What follows belongs to an exercise in optimizing a design on an open flow for small area; a production flow would make more cautious choices.
Only simulation tests tie the RTL to the original design; equivalence was not proved.
The flow treats the clock pin as an ideal source, which a real chip does not have.
Power is estimated from default activity; no workload was simulated.

==> flow/design.v (excerpt) <==
module tft_top (
	input  logic                clk,
	input  logic                n_reset,
	output tft_pkg::mem_req_t   mem,
	input  logic                rdy,
	input  logic                ifrdy,
	input  tft_pkg::rgb565_t    data,
	output tft_pkg::tft_pixel_t pixel,
	output tft_pkg::tft_sync_t  sync,
	output logic                underrun
);
Settings: LEC_CHECK=0, CAP_MARGIN=20, CORE_MARGIN=2, CORE_UTILIZATION=40, SLEW_MARGIN=20; clock period 10.0 ns.
standard.sh (not shown) runs the stock make flow with config.mk's settings and CLKGATE_MAP_FILE= SYNTH_SCRIPT=/design/flow/synth_recipe.tcl, a recipe that flattens the netlist after the stock synthesis.
==> flow/flow/run.sh <==
#!/bin/bash
# Standard ORFS layout with three changes: ports are buffered with buf_1,
# constants come from one tie cell per value, and CTS adds no dummy loads.
set -euo pipefail
export BUFFER_PORTS_ARGS="-buffer_cell sky130_fd_sc_hd__buf_1"
export SKIP_REPAIR_TIE_FANOUT=1
export CTS_ARGS="-sink_clustering_enable -repair_clock_nets -dont_use_dummy_load"
bash standard.sh synth > synth.log 2>&1
bash standard.sh "POST_CTS_TCL=$PWD/flow/post_cts.tcl" "BUFFER_PORTS_ARGS=$BUFFER_PORTS_ARGS" "SKIP_REPAIR_TIE_FANOUT=$SKIP_REPAIR_TIE_FANOUT" "CTS_ARGS=$CTS_ARGS" finish > layout.log 2>&1
==> flow/flow/post_cts.tcl <==
# Clock leaf buffers that drive few flip-flops get the next smaller clock buffer.
set small_leaf_max 10
set block [ord::get_db_block]
foreach inst [$block getInsts] {
  if {[[$inst getMaster] getName] ne "sky130_fd_sc_hd__clkbuf_8"} { continue }
  set net [[$inst findITerm X] getNet]
  if {$net eq "NULL"} { continue }
  set loads 0
  set leaf 1
  foreach it [$net getITerms] {
    if {[$it isOutputSignal]} { continue }
    incr loads
    if {[string match "*clkbuf*" [[[$it getInst] getMaster] getName]]} { set leaf 0 }
  }
  if {!$leaf} {
    puts "post_cts: [$inst getName] drives $loads buffers, now clkbuf_4"
    replace_cell [$inst getName] sky130_fd_sc_hd__clkbuf_4
  } elseif {$loads <= $small_leaf_max} {
    puts "post_cts: [$inst getName] drives $loads sinks, now clkbuf_4"
    replace_cell [$inst getName] sky130_fd_sc_hd__clkbuf_4
  }
}
estimate_parasitics -placement
report_check_types -max_slew -violators
Edit:
==> flow/flow/post_cts.tcl (replaced) <==
# Downsize clock buffers where the flip-flop clock pins keep a slew below
# slew_limit (in the library's time unit, ns) by the placement estimate.
set slew_limit 0.125
set sizes {sky130_fd_sc_hd__clkbuf_2 sky130_fd_sc_hd__clkbuf_4}
set block [ord::get_db_block]

proc clock_sink_slew {} {
  set worst 0.0
  foreach pin [get_pins -hierarchical */CLK] {
    set s [get_property $pin slew_max]
    if {$s > $worst} { set worst $s }
  }
  return $worst
}

estimate_parasitics -placement
set bufs {}
foreach inst [$block getInsts] {
  if {[[$inst getMaster] getName] eq "sky130_fd_sc_hd__clkbuf_8"} {
    set net [[$inst findITerm X] getNet]
    if {$net ne "NULL" && [$net getSigType] eq "CLOCK"} { lappend bufs [$inst getName] }
  }
}
puts "post_cts: clock buffers $bufs, worst sink slew [clock_sink_slew]"
foreach name $bufs {
  set kept sky130_fd_sc_hd__clkbuf_8
  foreach size $sizes {
    replace_cell $name $size
    estimate_parasitics -placement
    set w [clock_sink_slew]
    if {$w <= $slew_limit} {
      set kept $size
      break
    }
  }
  if {$kept eq "sky130_fd_sc_hd__clkbuf_8"} { replace_cell $name $kept; estimate_parasitics -placement }
  puts "post_cts: $name -> $kept (worst sink slew [clock_sink_slew])"
}
What happened: The new run completed with no timing, DRC or antenna violations; cell count stays the same; setup slack is worse by 0.065 ns; count of clock-buffer cells in the layout is unchanged.

========
tft_top again, from the RTL that the note above started with.
==> flow/config.mk <==
export PLATFORM = sky130hd
export DESIGN_NAME = tft_top
export DESIGN_NICKNAME = tft_top
export VERILOG_FILES = /design/flow/design.v
export SDC_FILE = /design/flow/constraint.sdc
export NUM_CORES = 4
export LEC_CHECK = 0
export CAP_MARGIN = 20
export CORE_MARGIN = 2
export CORE_UTILIZATION = 40
export SLEW_MARGIN = 20
==> flow/constraint.sdc <==
create_clock -name core_clock -period 10.0 [get_ports {clk}]
set_input_delay 2.0000 -clock core_clock [delete_from_list [all_inputs] [get_ports {clk}]]
set_output_delay 2.0000 -clock core_clock [all_outputs]
set_load 0.01 [all_outputs]
==> flow/flow/post_cts.tcl <==
# Clock leaf buffers that drive few flip-flops get the next smaller clock buffer.
set small_leaf_max 10
set block [ord::get_db_block]
foreach inst [$block getInsts] {
  if {[[$inst getMaster] getName] ne "sky130_fd_sc_hd__clkbuf_8"} { continue }
  set net [[$inst findITerm X] getNet]
  if {$net eq "NULL"} { continue }
  set loads 0
  set leaf 1
  foreach it [$net getITerms] {
    if {[$it isOutputSignal]} { continue }
    incr loads
    if {[string match "*clkbuf*" [[[$it getInst] getMaster] getName]]} { set leaf 0 }
  }
  if {$leaf && $loads <= $small_leaf_max} {
    puts "post_cts: [$inst getName] drives $loads sinks, now clkbuf_4"
    replace_cell [$inst getName] sky130_fd_sc_hd__clkbuf_4
  }
}
estimate_parasitics -placement
report_check_types -max_slew -violators
Scripts as last shown in full above: flow/flow/run.sh
The starting point passed the timing, DRC and antenna checks.
Rerun with:
--- a/flow/flow/run.sh
+++ b/flow/flow/run.sh
@@ -9 +9 @@
-bash standard.sh "POST_CTS_TCL=$PWD/flow/post_cts.tcl" "BUFFER_PORTS_ARGS=$BUFFER_PORTS_ARGS" "SKIP_REPAIR_TIE_FANOUT=$SKIP_REPAIR_TIE_FANOUT" "CTS_ARGS=$CTS_ARGS" finish > layout.log 2>&1
+bash standard.sh "POST_CTS_TCL=$PWD/flow/post_cts.tcl" "BUFFER_PORTS_ARGS=$BUFFER_PORTS_ARGS" "SKIP_REPAIR_TIE_FANOUT=$SKIP_REPAIR_TIE_FANOUT" "CTS_ARGS=$CTS_ARGS" RECOVER_POWER=100 finish > layout.log 2>&1
==> flow/flow/post_cts.tcl (replaced) <==
# Downsize clock buffers where the flip-flop clock pins keep a slew below
# slew_limit (in the library's time unit, ns) by the placement estimate.
set slew_limit 0.125
set sizes {sky130_fd_sc_hd__clkbuf_2 sky130_fd_sc_hd__clkbuf_4}
set block [ord::get_db_block]

proc clock_sink_slew {} {
  set worst 0.0
  foreach pin [get_pins -hierarchical */CLK] {
    set s [get_property $pin slew_max]
    if {$s > $worst} { set worst $s }
  }
  return $worst
}

estimate_parasitics -placement
set bufs {}
foreach inst [$block getInsts] {
  if {[[$inst getMaster] getName] eq "sky130_fd_sc_hd__clkbuf_8"} {
    set net [[$inst findITerm X] getNet]
    if {$net ne "NULL" && [$net getSigType] eq "CLOCK"} { lappend bufs [$inst getName] }
  }
}
puts "post_cts: clock buffers $bufs, worst sink slew [clock_sink_slew]"
foreach name $bufs {
  set kept sky130_fd_sc_hd__clkbuf_8
  foreach size $sizes {
    replace_cell $name $size
    estimate_parasitics -placement
    set w [clock_sink_slew]
    if {$w <= $slew_limit} {
      set kept $size
      break
    }
  }
  if {$kept eq "sky130_fd_sc_hd__clkbuf_8"} { replace_cell $name $kept; estimate_parasitics -placement }
  puts "post_cts: $name -> $kept (worst sink slew [clock_sink_slew])"
}
Die area does not change.
Cell area came out lower slightly.
Via count hardly moves.
Power came out lower by a few percent.
Core utilization came out lower by 0.48 points.
Synthesized area does not change.
Register-to-register slack stays flat.
First-iteration DRC count came out higher slightly.
Critical path depth stays the same.
Clock skew came out lower by 0.012 ns.
Non-clock buffer count stays the same.

========
alpha:
tft_top, a different RTL version from the one above (not shown whole).
==> flow/design.v (excerpt) <==
module tft_top (
	input  logic                clk,
	input  logic                n_reset,
	output tft_pkg::mem_req_t   mem,
	input  logic                rdy,
	input  logic                ifrdy,
	input  tft_pkg::rgb565_t    data,
	output tft_pkg::tft_pixel_t pixel,
	output tft_pkg::tft_sync_t  sync,
	output logic                underrun
);
Settings: LEC_CHECK=0, CAP_MARGIN=0, CORE_MARGIN=2, CORE_UTILIZATION=40, GPL_TIMING_DRIVEN=0, SLEW_MARGIN=0; clock period 10.0 ns.
==> flow/flow/run.sh <==
#!/bin/bash
# Standard ORFS layout with these changes: the standard synthesis's
# combinational logic is remapped for area (resynth.tcl, flip-flops untouched),
# ports are buffered with buf_1, constants come from one tie cell per value,
# global placement is not timing-driven (pre_gpl.tcl removes the synthesis
# buffers first), CTS adds no dummy loads, a post-CTS step (post_cts.tcl) downsizes clock
# buffers while the flip-flop clock slew stays low and then downsizes
# non-critical gates (power recovery) and repairs slew and capacitance.
set -euo pipefail
export BUFFER_PORTS_ARGS="-buffer_cell sky130_fd_sc_hd__buf_1"
export SKIP_REPAIR_TIE_FANOUT=1
export CTS_ARGS="-sink_clustering_enable -repair_clock_nets -dont_use_dummy_load"
export POST_CTS_TCL="$PWD/flow/post_cts.tcl"
RES=$PWD/orfs/results/$FLOW_PLATFORM/tft_top/base

bash standard.sh synth > synth.log 2>&1

cp $RES/1_2_yosys.v $RES/1_2_yosys_standard.v
export RESYN_LIB=$FLOW_HOME/platforms/sky130hd/lib/sky130_fd_sc_hd__tt_025C_1v80.lib
export RESYN_DONT_USE="$(make -s -C $FLOW_HOME DESIGN_CONFIG=$PWD/config.mk WORK_HOME=$PWD/orfs print-DONT_USE_CELLS | sed -n 's/^DONT_USE_CELLS: //p')"
export RESYN_IN=$RES/1_2_yosys_standard.v
export RESYN_OUT=$RES/1_2_yosys.v
export RESYN_TOP=$FLOW_TOP
export RESYN_ABC=$PWD/flow/resynth.abc
YOSYS=$(command -v yosys || echo $FLOW_HOME/../tools/install/yosys/bin/yosys)
$YOSYS -c flow/resynth.tcl > resynth.log 2>&1
rm -f $RES/1_synth.odb $RES/1_synth.sdc

bash standard.sh "BUFFER_PORTS_ARGS=$BUFFER_PORTS_ARGS" \
	"SKIP_REPAIR_TIE_FANOUT=$SKIP_REPAIR_TIE_FANOUT" \
	"CTS_ARGS=$CTS_ARGS" \
	"POST_CTS_TCL=$POST_CTS_TCL" \
	"PRE_GLOBAL_PLACE_TCL=$PWD/flow/pre_gpl.tcl" \
	finish > layout.log 2>&1
==> flow/flow/post_cts.tcl <==
# Downsize clock buffers where the flip-flop clock pins keep a slew below
# slew_limit (in the library's time unit, ns) by the placement estimate.
set slew_limit 0.120
set sizes {sky130_fd_sc_hd__clkbuf_2 sky130_fd_sc_hd__clkbuf_4}
set block [ord::get_db_block]

proc clock_sink_slew {} {
  set worst 0.0
  foreach pin [get_pins -hierarchical */CLK] {
    set s [get_property $pin slew_max]
    if {$s > $worst} { set worst $s }
  }
  return $worst
}

estimate_parasitics -placement
set bufs {}
foreach inst [$block getInsts] {
  if {[[$inst getMaster] getName] eq "sky130_fd_sc_hd__clkbuf_8"} {
    set net [[$inst findITerm X] getNet]
    if {$net ne "NULL" && [$net getSigType] eq "CLOCK"} { lappend bufs [$inst getName] }
  }
}
puts "post_cts: clock buffers $bufs, worst sink slew [clock_sink_slew]"
foreach name $bufs {
  set kept sky130_fd_sc_hd__clkbuf_8
  foreach size $sizes {
    replace_cell $name $size
    estimate_parasitics -placement
    set w [clock_sink_slew]
    if {$w <= $slew_limit} {
      set kept $size
      break
    }
  }
  if {$kept eq "sky130_fd_sc_hd__clkbuf_8"} { replace_cell $name $kept; estimate_parasitics -placement }
  puts "post_cts: $name -> $kept (worst sink slew [clock_sink_slew])"
}

# Downsize gates off the critical paths, then repair any slew or capacitance
# violation this leaves and legalize the placement again.
repair_timing -verbose -recover_power 100
estimate_parasitics -placement
repair_design -verbose -cap_margin 0 -slew_margin 0
detailed_placement
check_placement -verbose
Other scripts of this flow, unchanged in this note and not shown: flow/flow/pre_gpl.tcl, flow/flow/resynth.abc, flow/flow/resynth.tcl
alpha went all the way through synthesis, placement and routing and the layout is clean on timing, DRC and antenna.
Edits applied to the flow inputs when going from alpha to beta:
Settings: SLEW_MARGIN: 0 -> 8; CAP_MARGIN: 0 -> 8.
diff --git a/flow/flow/post_cts.tcl b/flow/flow/post_cts.tcl
--- a/flow/flow/post_cts.tcl
+++ b/flow/flow/post_cts.tcl
@@ -42,5 +42,5 @@
 repair_timing -verbose -recover_power 100
 estimate_parasitics -placement
-repair_design -verbose -cap_margin 0 -slew_margin 0
+repair_design -verbose -cap_margin 8 -slew_margin 8
 detailed_placement
 check_placement -verbose
### Flow results
As far as path length in cells of the critical path goes, alpha and beta are indistinguishable; the numbers are identical.
Diff alpha..beta | number of cells in the design after placement | unchanged
Cell area after technology mapping: alpha vs beta identical

========
job 7017:
tft_top again, from the RTL that the note above started with.
==> flow/config.mk <==
export PLATFORM = sky130hd
export DESIGN_NAME = tft_top
export DESIGN_NICKNAME = tft_top
export VERILOG_FILES = /design/flow/design.v
export SDC_FILE = /design/flow/constraint.sdc
export NUM_CORES = 4
export LEC_CHECK = 0
export CAP_MARGIN = 20
export CORE_MARGIN = 2
export CORE_UTILIZATION = 40
export SLEW_MARGIN = 20
==> flow/constraint.sdc <==
create_clock -name core_clock -period 10.0 [get_ports {clk}]
set_input_delay 2.0000 -clock core_clock [delete_from_list [all_inputs] [get_ports {clk}]]
set_output_delay 2.0000 -clock core_clock [all_outputs]
set_load 0.01 [all_outputs]
==> flow/flow/run.sh <==
#!/bin/bash
# Standard ORFS layout with these changes: the standard synthesis's
# combinational logic is remapped for area (resynth.tcl, flip-flops untouched),
# ports are buffered with buf_1, constants come from one tie cell per value,
# CTS adds no dummy loads, a post-CTS step (post_cts.tcl) downsizes clock
# buffers while the flip-flop clock slew stays low and then downsizes
# non-critical gates (power recovery) and repairs slew and capacitance.
set -euo pipefail
export BUFFER_PORTS_ARGS="-buffer_cell sky130_fd_sc_hd__buf_1"
export SKIP_REPAIR_TIE_FANOUT=1
export CTS_ARGS="-sink_clustering_enable -repair_clock_nets -dont_use_dummy_load"
export POST_CTS_TCL="$PWD/flow/post_cts.tcl"
RES=$PWD/orfs/results/$FLOW_PLATFORM/tft_top/base

bash standard.sh synth > synth.log 2>&1

cp $RES/1_2_yosys.v $RES/1_2_yosys_standard.v
export RESYN_LIB=$FLOW_HOME/platforms/sky130hd/lib/sky130_fd_sc_hd__tt_025C_1v80.lib
export RESYN_DONT_USE="$(make -s -C $FLOW_HOME DESIGN_CONFIG=$PWD/config.mk WORK_HOME=$PWD/orfs print-DONT_USE_CELLS | sed -n 's/^DONT_USE_CELLS: //p')"
export RESYN_IN=$RES/1_2_yosys_standard.v
export RESYN_OUT=$RES/1_2_yosys.v
export RESYN_TOP=$FLOW_TOP
export RESYN_ABC=$PWD/flow/resynth.abc
YOSYS=$(command -v yosys || echo $FLOW_HOME/../tools/install/yosys/bin/yosys)
$YOSYS -c flow/resynth.tcl > resynth.log 2>&1
rm -f $RES/1_synth.odb $RES/1_synth.sdc

bash standard.sh "BUFFER_PORTS_ARGS=$BUFFER_PORTS_ARGS" \
	"SKIP_REPAIR_TIE_FANOUT=$SKIP_REPAIR_TIE_FANOUT" \
	"CTS_ARGS=$CTS_ARGS" \
	"POST_CTS_TCL=$POST_CTS_TCL" \
	finish > layout.log 2>&1
==> flow/flow/post_cts.tcl <==
# Downsize clock buffers where the flip-flop clock pins keep a slew below
# slew_limit (in the library's time unit, ns) by the placement estimate.
set slew_limit 0.120
set sizes {sky130_fd_sc_hd__clkbuf_2 sky130_fd_sc_hd__clkbuf_4}
set block [ord::get_db_block]

proc clock_sink_slew {} {
  set worst 0.0
  foreach pin [get_pins -hierarchical */CLK] {
    set s [get_property $pin slew_max]
    if {$s > $worst} { set worst $s }
  }
  return $worst
}

estimate_parasitics -placement
set bufs {}
foreach inst [$block getInsts] {
  if {[[$inst getMaster] getName] eq "sky130_fd_sc_hd__clkbuf_8"} {
    set net [[$inst findITerm X] getNet]
    if {$net ne "NULL" && [$net getSigType] eq "CLOCK"} { lappend bufs [$inst getName] }
  }
}
puts "post_cts: clock buffers $bufs, worst sink slew [clock_sink_slew]"
foreach name $bufs {
  set kept sky130_fd_sc_hd__clkbuf_8
  foreach size $sizes {
    replace_cell $name $size
    estimate_parasitics -placement
    set w [clock_sink_slew]
    if {$w <= $slew_limit} {
      set kept $size
      break
    }
  }
  if {$kept eq "sky130_fd_sc_hd__clkbuf_8"} { replace_cell $name $kept; estimate_parasitics -placement }
  puts "post_cts: $name -> $kept (worst sink slew [clock_sink_slew])"
}

Other scripts of this flow, unchanged in this note and not shown: flow/flow/resynth.abc, flow/flow/resynth.tcl
Job 7017: all stages complete, timing, DRC and antenna checks passed
The inputs of job 5969 differ from those of job 7017 as listed below.
diff --git a/flow/flow/post_cts.tcl b/flow/flow/post_cts.tcl
--- a/flow/flow/post_cts.tcl
+++ b/flow/flow/post_cts.tcl
@@ -39,0 +40,7 @@
+# Downsize gates off the critical paths, then repair any slew or capacitance
+# violation this leaves and legalize the placement again.
+repair_timing -verbose -recover_power 100
+estimate_parasitics -placement
+repair_design -verbose -cap_margin 20 -slew_margin 20
+detailed_placement
+check_placement -verbose
### Flow results
Job 5969 -> job 7017: number of antenna-violating nets in the routed design delta 0, exact match
Of the two values seen for cell with the biggest individual delay on the critical path, and2_1 was produced by job 7017 and dfrtp_1 by job 5969.
On worst setup slack, job 7017 loses to job 5969.
Final setup skew: job 5969 vs job 7017, no meaningful difference
Job 7017 completed; timing, DRC and antenna clean
Job 5969: PASS, flow complete, no timing, DRC or antenna violations
Total of plain and repair buffers excluding clock buffers | job 5969 above job 7017
Higher flip-flop and latch share of the layout cell area among job 7017 and job 5969: job 7017
For job 1411, these inputs were changed with respect to job 5969:
Settings: an added GPL_TIMING_DRIVEN of 0.
diff --git a/flow/flow/run.sh b/flow/flow/run.sh
--- a/flow/flow/run.sh
+++ b/flow/flow/run.sh
@@ -5 +5,2 @@
-# CTS adds no dummy loads, a post-CTS step (post_cts.tcl) downsizes clock
+# global placement is not timing-driven (pre_gpl.tcl removes the synthesis
+# buffers first), CTS adds no dummy loads, a post-CTS step (post_cts.tcl) downsizes clock
@@ -31,0 +33 @@
+	"PRE_GLOBAL_PLACE_TCL=$PWD/flow/pre_gpl.tcl" \
==> flow/flow/pre_gpl.tcl (new file) <==
remove_buffers
[summary]
- Taking job 5969 as the reference point, the detailed-placement wirelength estimate of job 1411 rises by about 4%.
- Diff job 5969 -> job 1411 | fill cell total of the finished layout | up by a few percent
- The number of standard cells in the layout, taps in and fillers out in job 1411 sits 5 below the value recorded for job 5969.
Modified inputs, job 8152 compared to job 1411
diff --git a/flow/flow/run.sh b/flow/flow/run.sh
--- a/flow/flow/run.sh
+++ b/flow/flow/run.sh
@@ -5,2 +5 @@
-# global placement is not timing-driven (pre_gpl.tcl removes the synthesis
-# buffers first), CTS adds no dummy loads, a post-CTS step (post_cts.tcl) downsizes clock
+# CTS adds no dummy loads, a post-CTS step (post_cts.tcl) downsizes clock
diff --git a/flow/flow/post_cts.tcl b/flow/flow/post_cts.tcl
--- a/flow/flow/post_cts.tcl
+++ b/flow/flow/post_cts.tcl
@@ -40,7 +39,0 @@
-# Downsize gates off the critical paths, then repair any slew or capacitance
-# violation this leaves and legalize the placement again.
-repair_timing -verbose -recover_power 100
-estimate_parasitics -placement
-repair_design -verbose -cap_margin 20 -slew_margin 20
-detailed_placement
-check_placement -verbose
## What came out
- The final design instance area without fill in job 8152 was higher than what job 1411 gave.
- Summary — number of inserted filler cells in the final layout, job 8152 relative to job 1411: lower, by 8.
- Number of cells traversed by the worst register-to-register path up 2 in job 8152 wrt job 1411
The inputs of job 3286 differ from those of job 8152 as listed below.
Settings: a change of CORE_UTILIZATION from 40 to 55.
diff --git a/flow/flow/run.sh b/flow/flow/run.sh
--- a/flow/flow/run.sh
+++ b/flow/flow/run.sh
@@ -5 +5,2 @@
-# CTS adds no dummy loads, a post-CTS step (post_cts.tcl) downsizes clock
+# global placement is not timing-driven (pre_gpl.tcl removes the synthesis
+# buffers first), CTS adds no dummy loads, a post-CTS step (post_cts.tcl) downsizes clock
diff --git a/flow/flow/post_cts.tcl b/flow/flow/post_cts.tcl
--- a/flow/flow/post_cts.tcl
+++ b/flow/flow/post_cts.tcl
@@ -39,0 +40,7 @@
+# Downsize gates off the critical paths, then repair any slew or capacitance
+# violation this leaves and legalize the placement again.
+repair_timing -verbose -recover_power 100
+estimate_parasitics -placement
+repair_design -verbose -cap_margin 20 -slew_margin 20
+detailed_placement
+check_placement -verbose
[summary]
Relative to job 8152, the final cell area reported for job 3286 is lower. Diff job 8152 -> job 3286: endpoint arrival time on the critical path did not really move; routing usage on met1 now sits higher; pre-CTS setup slack went up; maximum single-stage delay on the critical path about even. Count of plain and timing-repair buffers in the layout delta for job 3286 relative to job 8152: 3.8% higher. The part of the total power dissipated in combinational logic of job 8152 and that of job 3286 are within noise of each other. In the metrics for job 3286 and job 8152, the one carrying the lower total vias in the final route is job 3286. Looking at share of power burned in the clock network, job 3286 sits 0.7 points above job 8152.
Inputs modified between job 3286 and job 9188:
Settings: GPL_TIMING_DRIVEN: 0 -> unset; CORE_UTILIZATION: 55 -> 40.
diff --git a/flow/flow/run.sh b/flow/flow/run.sh
--- a/flow/flow/run.sh
+++ b/flow/flow/run.sh
@@ -5,4 +5,3 @@
-# global placement is not timing-driven (pre_gpl.tcl removes the synthesis
-# buffers first), CTS adds no dummy loads, a post-CTS step (post_cts.tcl) downsizes clock
-# buffers while the flip-flop clock slew stays low and then downsizes
-# non-critical gates (power recovery) and repairs slew and capacitance.
+# CTS adds no dummy loads, a post-CTS step (post_cts.tcl) downsizes clock
+# buffers while the flip-flop clock slew stays low, and power recovery
+# downsizes non-critical gates.
@@ -33 +32 @@
-	"PRE_GLOBAL_PLACE_TCL=$PWD/flow/pre_gpl.tcl" \
+	RECOVER_POWER=100 \
diff --git a/flow/flow/post_cts.tcl b/flow/flow/post_cts.tcl
--- a/flow/flow/post_cts.tcl
+++ b/flow/flow/post_cts.tcl
@@ -39,8 +38,0 @@
-
-# Downsize gates off the critical paths, then repair any slew or capacitance
-# violation this leaves and legalize the placement again.
-repair_timing -verbose -recover_power 100
-estimate_parasitics -placement
-repair_design -verbose -cap_margin 20 -slew_margin 20
-detailed_placement
-check_placement -verbose
removed: flow/flow/pre_gpl.tcl
[summary]
Job 9188: all stages done; final checks FAILED (capacitance limit, slew limit). Worst-path cell with the longest stage delay: and2_0 -> job 9188, and2_1 -> job 3286. Worst setup slack on job 9188 is behind job 3286. Route | job 9188 vs job 3286 | wire longer in job 9188. Looking only at proportion of cell area occupied by multi-input gates, and setting everything else aside, the higher value of job 9188 and job 3286 goes to job 3286. Job 9188 gives more post-route minimum period than job 3286 did. Diff job 3286 -> job 9188: iteration count of the initial detailed-routing pass shows an increase of 2, die boundary width now sits higher, part of the power in the clock network climbed 0.4 points, wire length of the first global-routing pass +160 microns.

==> what the ideal ports hide <==
No port has a modelled driver above. Below, the same layouts with a new extraction and two added sets of constraints.
Step 1 sets driving cells, clkbuf_16 on the clock port and buf_2 on the other inputs (assumed; they add their load-dependent delay and slew).
Step 2 moves the port delays by t, midway between the first and last clock arrival at a register: inputs arrive t later, outputs are due t later. That takes back most of the time a late clock gives input paths.
Three values: ideal, step 1, step 2; two values: the first two.
| run | t (ns) | setup WS [ns] | worst setup path at the end | clock arrival spread, ns | pins driven straight from the clock port |
|---|---|---|---|---|---|
| the first run of note 1 | 0.424 | 5.760 / 5.730 / 6.154 | register to output | 0.037 / 0.038 | 1 |
| the second run of note 1 | 0.492 | 5.696 / 5.666 / 6.158 | register to output | 0.030 / 0.030 | 1 |
| the first run of note 2 | 0.359 | 5.825 / 5.797 / 6.156 | register to output | 0.037 / 0.036 | 1 |
| the second run of note 2 | 0.489 | 5.721 / 5.692 / 6.132 | input to register | 0.031 / 0.031 | 1 |
| alpha | 0.516 | 5.474 / 5.446 / 5.405 | input to register | 0.026 / 0.026 | 1 |
| beta | 0.516 | 5.474 / 5.446 / 5.405 | input to register | 0.026 / 0.026 | 1 |
| job 7017 | 0.532 | 5.614 / 5.588 / 5.857 | input to register | 0.037 / 0.037 | 1 |
| job 5969 | 0.530 | 5.790 / 5.764 / 5.867 | input to register | 0.037 / 0.037 | 1 |
| job 1411 | 0.496 | 5.577 / 5.548 / 5.656 | input to register | 0.033 / 0.034 | 1 |
| job 8152 | 0.512 | 5.544 / 5.516 / 5.944 | input to register | 0.035 / 0.035 | 1 |
| job 3286 | 0.500 | 5.551 / 5.524 / 5.593 | input to register | 0.036 / 0.036 | 1 |
| job 9188 | 0.532 | 5.318 / 5.293 / 5.264 | input to register | 0.039 / 0.039 | 1 |
